This is an optimization exercise on Yosys and OpenROAD, whose aim is small area, a short achievable clock period and few clock cycles per item, not a production implementation. Function was checked by simulation only, so behaviour that the tests miss may differ from the original. Power is estimated from default activity; no workload was simulated.

Design expr_eval_top, start of the top module:
module expr_eval_top (
	input  logic                     clk_2,
	input  logic                     rst_n,
	input  logic                     in_valid,
	input  expr_token_pkg::tok_val_t tok_in,
	input  logic                     op_flag,
	input  logic                     mode,
	output logic                     out_valid,
	output expr_token_pkg::result_t  result
);
For scale: roughly 2300 cells after synthesis, about 400 flip-flops, about 41 I/O pins.
export LEC_CHECK = 0
export CAP_MARGIN = 20
export CORE_MARGIN = 2
export CORE_UTILIZATION = 55
export PLACE_DENSITY = 0.75
export SLEW_MARGIN = 20
export TNS_END_PERCENT = 5
create_clock -name core_clock -period 10.0 [get_ports {clk_2}]
standard.sh (not shown) runs the stock make flow with config.mk's settings and CLKGATE_MAP_FILE= SYNTH_SCRIPT=/design/flow/synth_recipe.tcl, a recipe that flattens the netlist after the stock synthesis.
==> flow/flow/run.sh <==
#!/bin/bash
# Standard layout, with timing repair aiming for more setup slack.
set -euo pipefail
bash standard.sh SETUP_SLACK_MARGIN=7 finish > standard_flow.log 2>&1
Testbench counts at the start, summed over its fixed seeds: cycles 22,062, frames 1,600.
Then changed:
--- a/flow/design.v
+++ b/flow/design.v
@@ -318,24 +318,28 @@
 		.oop0       (oop0_d),
 		.alu_go     (nx_alu_go),
 		.cfg_sx     (nx_cfg_sx),
 		.aop        (nx_aop),
 		.ncons      (nx_ncons),
 		.push_x     (nx_push_x),
 		.ld_c0      (nx_ld_c0),
 		.ld_c1      (nx_ld_c1),
 		.o_push     (nx_o_push),
 		.o_push_has (nx_o_push_has),
 		.o_set_has  (nx_o_set_has)
 	);
+	logic       fx_cfg;
+	logic [2:0] fx_aop;
+	assign fx_cfg = pmode_d ? c0_d[3] : drn_d;
+	assign fx_aop = !pmode_d ? oop0_d : c0_d[3] ? c0_d[2:0] : c1_d[2:0];
 	always_ff @(posedge clk_2 or negedge rst_n) begin
 		if (!rst_n) begin
 			alu_go     <= 1'b0;
 			cfg_sx     <= 1'b0;
 			aop        <= 3'd0;
 			ncons      <= 2'd0;
 			push_x     <= 1'b0;
 			ld_c0      <= 1'b0;
 			ld_c1      <= 1'b0;
 			o_push     <= 1'b0;
 			o_push_has <= 1'b0;
 			o_set_has  <= 1'b0;
@@ -346,52 +350,52 @@
 			ncons      <= nx_ncons;
 			push_x     <= nx_push_x;
 			ld_c0      <= nx_ld_c0;
 			ld_c1      <= nx_ld_c1;
 			o_push     <= nx_o_push;
 			o_push_has <= nx_o_push_has;
 			o_set_has  <= nx_o_set_has;
 		end
 	end
 	logic [2:0] nd;
 	logic [5:0] nx_bsel;
 	always_comb begin
-		if (!nx_cfg_sx)   nd = c0_d[2:0];
+		if (!fx_cfg)   nd = c0_d[2:0];
 		else if (!ts0_d)  nd = ls0_d;
 		else              nd = xn_d[2:0];
 		if (busy_d) begin
 			nx_bsel = {xn_d[0] ^ pb_d,
 			           (xn_d[1] & ~xn_d[0] & ~pb_d) | (~xn_d[1] & xn_d[0] & pb_d),
 			           xn_d[1], 1'b0, 1'b0, 1'b1};
 		end else begin
 			nx_bsel = {nd[0], nd[1] & ~nd[0], nd[1], nd[2] ^ nd[1], nd[2] & nd[1], 1'b0};
 		end
 	end
 	always_ff @(posedge clk_2) begin
 		if (abs_setup) begin
 			qls_r  <= 1'b0;
 			qtk_r  <= 1'b0;
 			sub_r  <= t[31];
 			pinv_r <= t[31];
 			qinv_r <= 1'b0;
 		end else begin
-			qls_r  <= nx_cfg_sx && !ts0_d;
-			qtk_r  <= !nx_cfg_sx;
-			sub_r  <= (nx_aop == 3'd1) || (nx_aop == 3'd4);
-			pinv_r <= ((nx_aop == 3'd1) || (nx_aop == 3'd4)) && nx_cfg_sx;
-			qinv_r <= ((nx_aop == 3'd1) || (nx_aop == 3'd4)) && !nx_cfg_sx;
+			qls_r  <= fx_cfg && !ts0_d;
+			qtk_r  <= !fx_cfg;
+			sub_r  <= (fx_aop == 3'd1) || (fx_aop == 3'd4);
+			pinv_r <= ((fx_aop == 3'd1) || (fx_aop == 3'd4)) && fx_cfg;
+			qinv_r <= ((fx_aop == 3'd1) || (fx_aop == 3'd4)) && !fx_cfg;
 		end
-		opk_r  <= {nx_aop > 3'd4, nx_aop == 3'd4, nx_aop == 3'd2, nx_aop == 3'd3,
-		           nx_aop == 3'd0 || nx_aop == 3'd1};
-		mcs_r  <= nx_cfg_sx && ts0_d && !abs_setup;
+		opk_r  <= {fx_aop > 3'd4, fx_aop == 3'd4, fx_aop == 3'd2, fx_aop == 3'd3,
+		           fx_aop == 3'd0 || fx_aop == 3'd1};
+		mcs_r  <= fx_cfg && ts0_d && !abs_setup;
 		bsel_r <= nx_bsel;
 	end
 	always_ff @(posedge clk_2 or negedge rst_n) begin
 		if (!rst_n) begin
 			fr        <= 1'b0;
 			en        <= 1'b0;
 			wp        <= '0;
 			rp        <= '0;
 			rem       <= '0;
 			c0v       <= 1'b0;
 			c1v       <= 1'b0;
 			c2v       <= 1'b0;
=> Utilization falls by 1.7 points; routed wire length went down by 1.4%; first-iteration DRC count came out lower by 20%; sequential cell count does not change; critical path depth came out higher by 15; die area drops by about 1.4%; power is higher by about 1.8%; maximum frequency rose by about 1.4%; worst setup slack gains 56 ps; cell count is lower by 2.8%; design area goes down by about 3.3%; via count went down by 4.2%; sequential power shrinks by about 2%.
Testbench counts after the change, summed over its fixed seeds: cycles 22,062, frames 1,600.

* * *

Setup of trial 69:
Another version of the RTL of expr_eval_top (not shown whole).
Size in the first run: about 2400 cells after synthesis, about 410 flip-flops, ~41 I/O pins.
==> flow/config.mk <==
export PLATFORM = sky130hd
export DESIGN_NAME = expr_eval_top
export DESIGN_NICKNAME = expr_eval_top
export VERILOG_FILES = /design/flow/design.v
export SDC_FILE = /design/flow/constraint.sdc
export NUM_CORES = 4
export LEC_CHECK = 0
export CAP_MARGIN = 20
export CORE_MARGIN = 2
export CORE_UTILIZATION = 55
export PLACE_DENSITY = 0.75
export SLEW_MARGIN = 20
==> flow/constraint.sdc <==
create_clock -name core_clock -period 10.0 [get_ports {clk_2}]
set_input_delay 2.0000 -clock core_clock [delete_from_list [all_inputs] [get_ports {clk_2}]]
set_output_delay 2.0000 -clock core_clock [all_outputs]
set_load 0.01 [all_outputs]
==> flow/flow/run.sh <==
#!/bin/bash
# Standard layout, with timing repair aiming for more setup slack.
set -euo pipefail
bash standard.sh SETUP_SLACK_MARGIN=6 finish > standard_flow.log 2>&1
Testbench counts of trial 69, summed over its fixed seeds: cycles 22,062, frames 1,600.
#### Input delta (trial 44 over trial 69)
--- a/flow/design.v
+++ b/flow/design.v
@@ -203,25 +203,24 @@
 		.mc    (cs[0]),
 		.bsel  (bsel_r),
 		.acc   (acc),
 		.t     (t),
 		.y_mul (y_mul)
 	);
 	logic sel_t, sel_m, sel_2, x_t;
 	assign sel_t = opk_r[0] || opk_r[1];
 	assign sel_m = opk_r[2];
 	assign sel_2 = opk_r[3];
 	assign y = {32{sel_t}} & t | {32{sel_m}} & y_mul | {32{sel_2}} & {t[30:0], 1'b0};
 	assign x_t = (fin || abs_setup) && sel_t;
-	assign result = out_valid ? x : '0;
 	logic last_op, drained, comp, idle_fin, clr;
 	assign last_op  = pmode || !ov[1];
 	assign drained  = (ncons == 2'd2) ? !c2v : (ncons == 2'd1) ? !c1v : !c0v;
 	assign comp     = fin && ended && drained && last_op;
 	assign idle_fin = ended && !c0v && !busy && !drn;
 	assign clr      = comp || idle_fin;
 	logic [1:0] n;
 	logic [4:0] rem_n;
 	logic       do_push, do_pop, x_small, o_pop;
 	assign n       = (mul_setup || mul_iter || abs_setup) ? 2'd0 : ncons;
 	assign rem_n   = rem - {3'd0, n} + {4'd0, tok_new};
 	assign do_push = push_x && xv;
@@ -401,26 +400,28 @@
 			rp        <= '0;
 			rem       <= '0;
 			c0v       <= 1'b0;
 			c1v       <= 1'b0;
 			c2v       <= 1'b0;
 			c3v       <= 1'b0;
 			xv        <= 1'b0;
 			ov        <= '0;
 			drn       <= 1'b0;
 			busy      <= 1'b0;
 			absb      <= 1'b0;
 			out_valid <= 1'b0;
+			result    <= '0;
 		end else begin
 			out_valid <= comp;
+			result    <= comp ? y : '0;
 			c0v       <= c0v_d;
 			c1v       <= c1v_d;
 			c2v       <= c2v_d;
 			c3v       <= c3v_d;
 			drn       <= drn_d;
 			if (clr) begin
 				fr   <= 1'b0;
 				en   <= 1'b0;
 				wp   <= '0;
 				rp   <= '0;
 				rem  <= '0;
 				xv   <= 1'b0;
==> results.txt <==
Trial 44: done, clean on timing, DRC and antenna
Diff trial 69 -> trial 44 | net switching component of the power | increase of 0.44 mW
Between trial 69 and trial 44, the tightest hold margin is lower for trial 69.
On part of the total power dissipated in combinational logic: between trial 69 and trial 44, it ends up lower for trial 69.
Launch point of the worst path = in_valid: trial 44; launch point of the worst path = cs[0][7]$_DFFE_PP_: trial 69
Trial 44 gives more global-route usage than trial 69 did.
Trial 69 → trial 44: routed wire length on met2 climbed about 13%; wire length climbed 7.8 mm; compound-cell area share of the yosys netlist climbed 0.30 points.
Testbench counts of trial 44, summed over its fixed seeds: cycles 22,062, frames 1,600.

afterwards: timing with drivers on the ports:
How much do the figures lean on ideal ports? The routed layouts below were timed once more, with nothing changed but the port constraints.
Step 1: set_driving_cell puts a clkbuf_16 on clk_2 and a buf_2 on each other input, an assumption about the parent block.
Step 2 times the ports against the registers' clock, not the clock port: input delays grow and output delays shrink by t, the midpoint of the rising clock arrivals with the driver on.
Slacks: ideal / step 1 / step 2; pairs: ideal / step 1.
run | t, ns | setup slack, ns | worst setup path at the end | latest minus earliest clock arrival (ns) | worst slew at a driven data input, ns
the first run of note 1 | 0.629 | 5.833 / 5.778 / 5.376 | input to register | 0.031 / 0.032 | 0.05
the second run of note 1 | 0.629 | 5.889 / 5.889 / 5.414 | input to register | 0.028 / 0.027 | 0.06
trial 69 | 0.643 | 5.706 / 5.706 / 5.179 | input to register | 0.027 / 0.027 | 0.05
trial 44 | 0.668 | 5.939 / 5.956 / 5.288 | input to register | 0.025 / 0.026 | 0.06
After both steps setup and hold are still met in every run listed. The setup slack of trial 44, which loses most, moves by +0.017 ns with the drivers and by -0.651 ns with both steps.
